Source: an optimization exercise on an open RTL-to-GDS flow (aim: small area). Production flows keep margins and buffers that such runs may drop. In this exercise RTL edits were held to simulation tests only and were not proved equivalent to the original. Power is estimated from default activity; no workload was simulated.

== wip/raven ==
// isp_tile_packer
module isp_tile_packer #(
  parameter int IMGW_WIDTH     = 11,
  parameter int IMGH_WIDTH     = 11,
  parameter int PIX_WIDTH      = 24,
  parameter int LANES          = 32,
  parameter int ISP_DATA_WIDTH = 768,
  parameter int ISP_ADDR_WIDTH = 10
) (
  input  logic                      clk,
  input  logic                      rst_n,
  input  logic [IMGW_WIDTH-1:0]     img_width_i,
  input  logic [IMGH_WIDTH-1:0]     img_height_i,
  input  logic                      top_start_i,
  input  logic                      pix_vld_i,
  output logic                      pix_rdy_o,
  input  logic [PIX_WIDTH-1:0]      pix_dat_i,
  input  logic                      pix_sof_i,
  input  logic                      pix_eol_i,
  input  logic                      isp_rdy_i,
  output logic                      isp_resp_o,
  output logic                      isp_wen_o,
  output logic [ISP_ADDR_WIDTH-1:0] isp_waddr_o,
  output logic [ISP_DATA_WIDTH-1:0] isp_wdata_o,
  output logic                      isp_done_o,
  output logic                      busy_o,
  output logic                      frame_done_o,
  output logic                      err_o
);
==> flow/config.mk <==
export PLATFORM = sky130hd
export DESIGN_NAME = isp_tile_packer
export DESIGN_NICKNAME = isp_tile_packer
export VERILOG_FILES = /design/flow/design.v
export SDC_FILE = /design/flow/constraint.sdc
export NUM_CORES = 4
export LEC_CHECK = 0
export CAP_MARGIN = 20
export CORE_MARGIN = 2
export CORE_UTILIZATION = 40
export SLEW_MARGIN = 20
==> flow/constraint.sdc <==
create_clock -name core_clock -period 6.0 [get_ports {clk}]
set_input_delay 1.2000 -clock core_clock [delete_from_list [all_inputs] [get_ports {clk}]]
set_output_delay 1.2000 -clock core_clock [all_outputs]
set_load 0.01 [all_outputs]
standard.sh (not shown) runs the stock make flow with config.mk's settings and CLKGATE_MAP_FILE= SYNTH_SCRIPT=/design/flow/synth_recipe.tcl, a recipe that flattens the netlist after the stock synthesis.
==> flow/flow/run.sh <==
#!/bin/bash
set -euo pipefail
cd "$(dirname "$0")/.."
bash standard.sh \
  "BUFFER_PORTS_ARGS=-buffer_cell sky130_fd_sc_hd__buf_1" \
  "CTS_ARGS=-sink_clustering_enable -repair_clock_nets -dont_use_dummy_load -buf_list sky130_fd_sc_hd__clkbuf_4 -sink_clustering_size 11 -sink_clustering_max_diameter 45" \
  finish > flow_standard.log 2>&1
The flow did not stop early for wip/raven: all stages ran, and the layout cleared the timing, DRC and antenna checks.
Edits applied to the flow inputs when going from wip/raven to wip/pepper:
==> flow/run.sh (new file) <==
#!/bin/bash
# synth_recipe.tcl (not shown) runs the flow's synth.tcl, then flattens the netlist and writes it again
# the make line also repeats each setting of config.mk as NAME=value (left out here)
make -C /OpenROAD-flow-scripts/flow DESIGN_CONFIG=/design/flow/config.mk WORK_HOME=/design/flow/orfs CLKGATE_MAP_FILE= SYNTH_SCRIPT=/design/flow/synth_recipe.tcl finish
removed: flow/flow/run.sh
removed: flow/standard.sh
Per the comparison of wip/pepper with wip/raven, peak supply drop now sits higher, power picked up an extra 34%. reg -> reg as the kind of path behind the tightest hold check was reported by wip/pepper, and in -> async by wip/raven. wip/pepper has combinational cell fraction of total power above what wip/raven had. Of wip/raven and wip/pepper, the higher post-route worst hold slack belongs to wip/pepper.
Input changes introduced in wip/zinc (baseline for comparison: wip/pepper):
- CTS_CLUSTER_DIAMETER: unset -> 100
- CTS_CLUSTER_SIZE: unset -> 30
- CTS_BUF_LIST: unset -> sky130_fd_sc_hd__clkbuf_8
==> flow/flow/run.sh (new file) <==
#!/bin/bash
set -euo pipefail
cd "$(dirname "$0")/.."
bash standard.sh \
  "BUFFER_PORTS_ARGS=-buffer_cell sky130_fd_sc_hd__buf_1" \
  "CTS_ARGS=-sink_clustering_enable -repair_clock_nets -dont_use_dummy_load" \
  finish > flow_standard.log 2>&1
==> flow/standard.sh (new file) <==
#!/bin/bash
# synth_recipe.tcl (not shown) runs the flow's synth.tcl, then flattens the netlist and writes it again
# the make line also repeats each setting of config.mk as NAME=value (left out here)
make -C /OpenROAD-flow-scripts/flow DESIGN_CONFIG=/design/flow/config.mk WORK_HOME=/design/flow/orfs CLKGATE_MAP_FILE= SYNTH_SCRIPT=/design/flow/synth_recipe.tcl "${@:-finish}"
removed: flow/run.sh
==> comparison <==
wip/zinc vs. wip/pepper: post-synthesis to final-layout area growth went down 23 points, first-pass GRT wire length went down about 9%, highest cell delay on the worst timing path went down 160 ps, non-clock buffer count held, final cell count went down 65.
Relative to wip/pepper, ratio of cells with drive above 1 in the final layout has decreased by 1.4 points in wip/zinc.
On weighted congestion reported at the end of routability-driven placement, wip/pepper and wip/zinc are basically level.
wip/zinc vs. wip/pepper: design area dropped 5900 um^2, met1 track demand over resource dropped 2.2 points.
Relative to wip/zinc, the following input files were edited for wip/sierra:
- a deleted CTS_BUF_LIST that had been sky130_fd_sc_hd__clkbuf_8
- a deleted CTS_CLUSTER_DIAMETER that had been 100
- a deleted CTS_CLUSTER_SIZE that had been 30
==> flow/flow/run.sh <==
#!/bin/bash
set -euo pipefail
cd "$(dirname "$0")/.."
bash standard.sh \
  "BUFFER_PORTS_ARGS=-buffer_cell sky130_fd_sc_hd__buf_1" \
  "CTS_ARGS=-sink_clustering_enable -repair_clock_nets -dont_use_dummy_load -buf_list sky130_fd_sc_hd__clkbuf_8 -sink_clustering_size 16 -sink_clustering_max_diameter 50" \
  finish > flow_standard.log 2>&1
Summary of wip/sierra over wip/zinc: total power divided by cell area decreased 32 nW/um^2, total power -1500 uW, hold slack has decreased, share of the final layout cell area in multi-input gates up 0.89 points.
Combinational share of power, wip/sierra and wip/zinc, higher one = wip/sierra.
There was hardly any difference in global-route total usage across every layer between wip/sierra and wip/zinc.
wip/sierra gives less minimum setup slack in the final design than wip/zinc did.
When wip/sierra is set beside wip/zinc, its achievable clock frequency turns out to be about 1.3% smaller.
#### Input delta (wip/harbor over wip/sierra)
- putting PLACE_DENSITY at 0.75 where nothing was set
- swapping 40 for 65 in CORE_UTILIZATION
==> flow/flow/run.sh <==
#!/bin/bash
set -euo pipefail
cd "$(dirname "$0")/.."
bash standard.sh \
  "BUFFER_PORTS_ARGS=-buffer_cell sky130_fd_sc_hd__buf_1" \
  "CTS_ARGS=-sink_clustering_enable -repair_clock_nets -dont_use_dummy_load -buf_list sky130_fd_sc_hd__clkbuf_4 -sink_clustering_size 12 -sink_clustering_max_diameter 35" \
  finish > flow_standard.log 2>&1
==> comparison <==
No stage failed in wip/sierra, and the final checks on the layout all came back clean. Flow for wip/harbor halted at I/O pin placement (3_2_place_iop), error code PPL-0024. Number of distinct library cell variants in the gate-level netlist after synthesis: wip/sierra vs wip/harbor identical. Status: synthesized flop and latch total parity (wip/sierra, wip/harbor). wip/sierra -> wip/harbor: basic-gate share of the synthesized area counting and, or, nand and nor cells delta 0, exact match. Diff wip/sierra..wip/harbor | xor and xnor fraction of the mapped netlist area | unchanged. Compared with wip/sierra, in wip/harbor area share of fa/ha/maj cells after synthesis stayed essentially flat; share of synthesized flip-flops with an asynchronous set or reset stayed essentially flat; cell row count fell by 22%. Changes observed in wip/harbor relative to wip/sierra: floorplan die width lost 21%; complex-gate fraction of the synthesized area neither gained nor lost much; effective utilization at floorplan picked up an extra 25 points. The overall die height reported for wip/harbor is smaller than that of wip/sierra by 54 um.
diff inputs: wip/harbor => wip/lagoon
- CORE_UTILIZATION changed from 65 to 40
- PLACE_DENSITY removed (was 0.75)
==> flow/flow/run.sh <==
#!/bin/bash
set -euo pipefail
cd "$(dirname "$0")/.."
bash standard.sh \
  "BUFFER_PORTS_ARGS=-buffer_cell sky130_fd_sc_hd__buf_1" \
  "CTS_ARGS=-sink_clustering_enable -repair_clock_nets -dont_use_dummy_load -buf_list sky130_fd_sc_hd__clkbuf_4 -sink_clustering_size 10 -sink_clustering_max_diameter 40" \
  finish > flow_standard.log 2>&1
Results
wip/lagoon: PASS, flow complete, no timing, DRC or antenna violations
Across both runs, starting density of the core was lower for wip/lagoon than for wip/harbor.
Going from wip/harbor to wip/lagoon, number of distinct standard cells referenced by the synthesized netlist has remained practically unchanged; share of the synthesized area in compound gates (AO/OA/AOI/OAI) stayed essentially flat.
On wip/lagoon: number of placement rows is about 28% higher than what wip/harbor gave.
Horizontal die dimension grows by more than a quarter when moving from wip/harbor to wip/lagoon.


rev 12:
The RTL this note starts from:
==> flow/design.v <==
module isp_tile_packer #(
  parameter int IMGW_WIDTH     = 11,
  parameter int IMGH_WIDTH     = 11,
  parameter int PIX_WIDTH      = 24,
  parameter int LANES          = 32,
  parameter int ISP_DATA_WIDTH = 768,
  parameter int ISP_ADDR_WIDTH = 10
) (
  input  logic                      clk,
  input  logic                      rst_n,
  input  logic [IMGW_WIDTH-1:0]     img_width_i,
  input  logic [IMGH_WIDTH-1:0]     img_height_i,
  input  logic                      top_start_i,
  input  logic                      pix_vld_i,
  output logic                      pix_rdy_o,
  input  logic [PIX_WIDTH-1:0]      pix_dat_i,
  input  logic                      pix_sof_i,
  input  logic                      pix_eol_i,
  input  logic                      isp_rdy_i,
  output logic                      isp_resp_o,
  output logic                      isp_wen_o,
  output logic [ISP_ADDR_WIDTH-1:0] isp_waddr_o,
  output logic [ISP_DATA_WIDTH-1:0] isp_wdata_o,
  output logic                      isp_done_o,
  output logic                      busy_o,
  output logic                      frame_done_o,
  output logic                      err_o
);
  localparam int BUF_W = (LANES - 1) * PIX_WIDTH;
  typedef enum logic [1:0] {IDLE, WAIT_RDY, FILL, DONE} state_e;
  state_e                    state_q, state_d;
  logic [4:0]                tm1_q;         
  logic [IMGH_WIDTH-1:0]     lines_left_q;
  logic [4:0]                lane_q;        
  logic [4:0]                tile_q;        
  logic [4:0]                row_q;         
  logic [BUF_W-1:0]          lane_buf_q;
  logic [PIX_WIDTH-1:0]      lane31_q;
  logic                      wen_q;
  logic                      done_q;
  logic [5:0] tiles_in;
  logic [4:0] tm1_in;
  logic       start_ok;
  logic       xfer;
  logic       last_lane;
  logic       last_tile;
  logic       last_col;
  logic       band_end;
  logic       lines_zero;
  assign tiles_in   = img_width_i[10:5];
  assign tm1_in     = 5'(tiles_in - 6'd1);
  assign start_ok   = top_start_i && (state_q == IDLE) &&
                      (tiles_in != 6'd0) && (img_height_i != '0);
  assign pix_rdy_o  = (state_q == FILL);
  assign xfer       = pix_vld_i && pix_rdy_o;
  assign last_lane  = &lane_q;
  assign last_tile  = (tile_q == tm1_q);
  assign last_col   = last_lane && last_tile;
  assign lines_zero = (lines_left_q == '0);
  assign band_end   = xfer && last_col &&
                      ((&row_q) || (lines_left_q == IMGH_WIDTH'(1)));
  always_ff @(posedge clk or negedge rst_n) begin
    if (!rst_n) state_q <= IDLE;
    else        state_q <= state_d;
  end
  always_comb begin
    state_d = state_q;
    unique case (state_q)
      IDLE:     if (start_ok) state_d = WAIT_RDY;
      WAIT_RDY: if (isp_rdy_i) state_d = FILL;
      FILL:     if (band_end) state_d = DONE;
      DONE:     state_d = lines_zero ? IDLE : WAIT_RDY;
      default:  state_d = IDLE;
    endcase
  end
  assign isp_resp_o = (state_q == WAIT_RDY) && isp_rdy_i;
  assign busy_o     = (state_q != IDLE);
  always_ff @(posedge clk or negedge rst_n) begin
    if (!rst_n) begin
      wen_q  <= 1'b0;
      done_q <= 1'b0;
    end else begin
      wen_q  <= xfer && last_lane;
      done_q <= (state_q == DONE);
    end
  end
  always_ff @(posedge clk) begin
    if (start_ok) begin
      tm1_q        <= tm1_in;
      lines_left_q <= img_height_i;
      lane_q       <= '0;
      tile_q       <= tm1_in;
      row_q        <= 5'd31;
    end else if (xfer) begin
      lane_q <= lane_q + 5'd1;
      if (last_col) lines_left_q <= lines_left_q - IMGH_WIDTH'(1);
      if (lane_q == 5'd0) begin
        if (last_tile) begin
          tile_q <= '0;
          row_q  <= row_q + 5'd1;
        end else begin
          tile_q <= tile_q + 5'd1;
        end
      end
    end
  end
  for (genvar l = 0; l < LANES - 1; l++) begin : g_lane
    always_ff @(posedge clk) begin
      if (xfer && (lane_q == 5'(l))) begin
        lane_buf_q[l*PIX_WIDTH +: PIX_WIDTH] <= pix_dat_i;
      end
    end
  end
  always_ff @(posedge clk) begin
    lane31_q <= pix_dat_i;
  end
  assign isp_wen_o    = wen_q;
  assign isp_waddr_o  = {row_q, tile_q};
  assign isp_wdata_o  = {lane31_q, lane_buf_q};
  assign isp_done_o   = done_q;
  assign frame_done_o = done_q && lines_zero;
  logic err_q;
  logic first_q;
  always_ff @(posedge clk or negedge rst_n) begin
    if (!rst_n) begin
      err_q <= 1'b0;
    end else if (start_ok) begin
      err_q <= 1'b0;
    end else if (xfer) begin
      if ((pix_sof_i != first_q) || (pix_eol_i != last_col)) begin
        err_q <= 1'b1;
      end
    end
  end
  always_ff @(posedge clk) begin
    if (start_ok)  first_q <= 1'b1;
    else if (xfer) first_q <= 1'b0;
  end
  assign err_o = err_q;
  logic unused_inputs;
  assign unused_inputs = ^{img_width_i[4:0], pix_sof_i, pix_eol_i};
endmodule
clock: 6.0 ns
lec_check: 0
cap_margin: 20
core_margin: 2
core_utilization: 40
slew_margin: 20
run.sh (not shown) runs the stock make flow with config.mk's settings and CLKGATE_MAP_FILE= SYNTH_SCRIPT=/design/flow/synth_recipe.tcl, a recipe that flattens the netlist after the stock synthesis.
Stock flow here: none of the scripts above is used.
Rev 12 reached the end of the flow, and the finished layout is clean on the timing, DRC and antenna checks.
Modified inputs, rev 13 compared to rev 12
==> flow/flow/run.sh (new file) <==
#!/bin/bash
set -euo pipefail
cd "$(dirname "$0")/.."
bash standard.sh \
  "BUFFER_PORTS_ARGS=-buffer_cell sky130_fd_sc_hd__buf_1" \
  "CTS_ARGS=-sink_clustering_enable -repair_clock_nets -dont_use_dummy_load" \
  finish > flow_standard.log 2>&1
==> flow/standard.sh (new file) <==
#!/bin/bash
# synth_recipe.tcl (not shown) runs the flow's synth.tcl, then flattens the netlist and writes it again
# the make line also repeats each setting of config.mk as NAME=value (left out here)
make -C /OpenROAD-flow-scripts/flow DESIGN_CONFIG=/design/flow/config.mk WORK_HOME=/design/flow/orfs CLKGATE_MAP_FILE= SYNTH_SCRIPT=/design/flow/synth_recipe.tcl "${@:-finish}"
removed: flow/run.sh
--- outcome ---
Rev 12 -> rev 13: share of async-settable or async-resettable flops after synthesis flat. Between rev 13 and rev 12, it is rev 13 whose filler cell count is higher, by about 12%. Per the comparison of rev 13 with rev 12, first-iteration DRC count shows a reduction of 235; clock network fraction of total power shows a reduction of 4.0 points; number of primary I/O pins shows no meaningful change. Final total power: rev 13 better than rev 12. NOTE: clock-buffer cell count in rev 13 falls short of that of rev 12. Row fraction of met2 tracks used by global routing: rev 13 lower / rev 12 higher. Rev 13 vs. rev 12: end-of-flow core utilization went down by 9.2 points.

==> afterwards: timing with drivers on the ports <==
The results above use ideal ports. As a check the final layouts listed here were re-extracted and re-timed, cells and wires unchanged.
Step 1, drivers: a clkbuf_16 drives clk and a buf_2 each remaining input, both assumed.
Step 2 adds t to the input delays and takes it off the output delays; t is the mean of the earliest and latest rising clock arrival at the registers after step 1. Input paths then give back, and output paths get back, about the clock's delay inside the block.
Slacks: ideal ports / drivers / drivers and shift; pairs: ideal ports / drivers.
run | t, ns | slack for setup (ns) | cell pins on the clock port's net
wip/raven | 0.869 | 2.522 / 2.456 / 2.542 | 1
wip/pepper | 0.680 | 2.290 / 2.224 / 1.950 | 1
wip/zinc | 0.648 | 2.740 / 2.675 / 2.497 | 1
wip/sierra | 0.701 | 2.696 / 2.632 / 2.555 | 1
wip/lagoon | 0.894 | 2.480 / 2.415 / 2.506 | 1
rev 12 | 0.670 | 1.718 / 1.661 / 2.004 | 1
rev 13 | 0.643 | 2.232 / 2.178 / 2.579 | 1
After both steps setup and hold are still met in every run listed. For wip/pepper, which loses most, drivers alone change the setup slack by -0.066 ns; drivers and shift together by -0.340 ns.
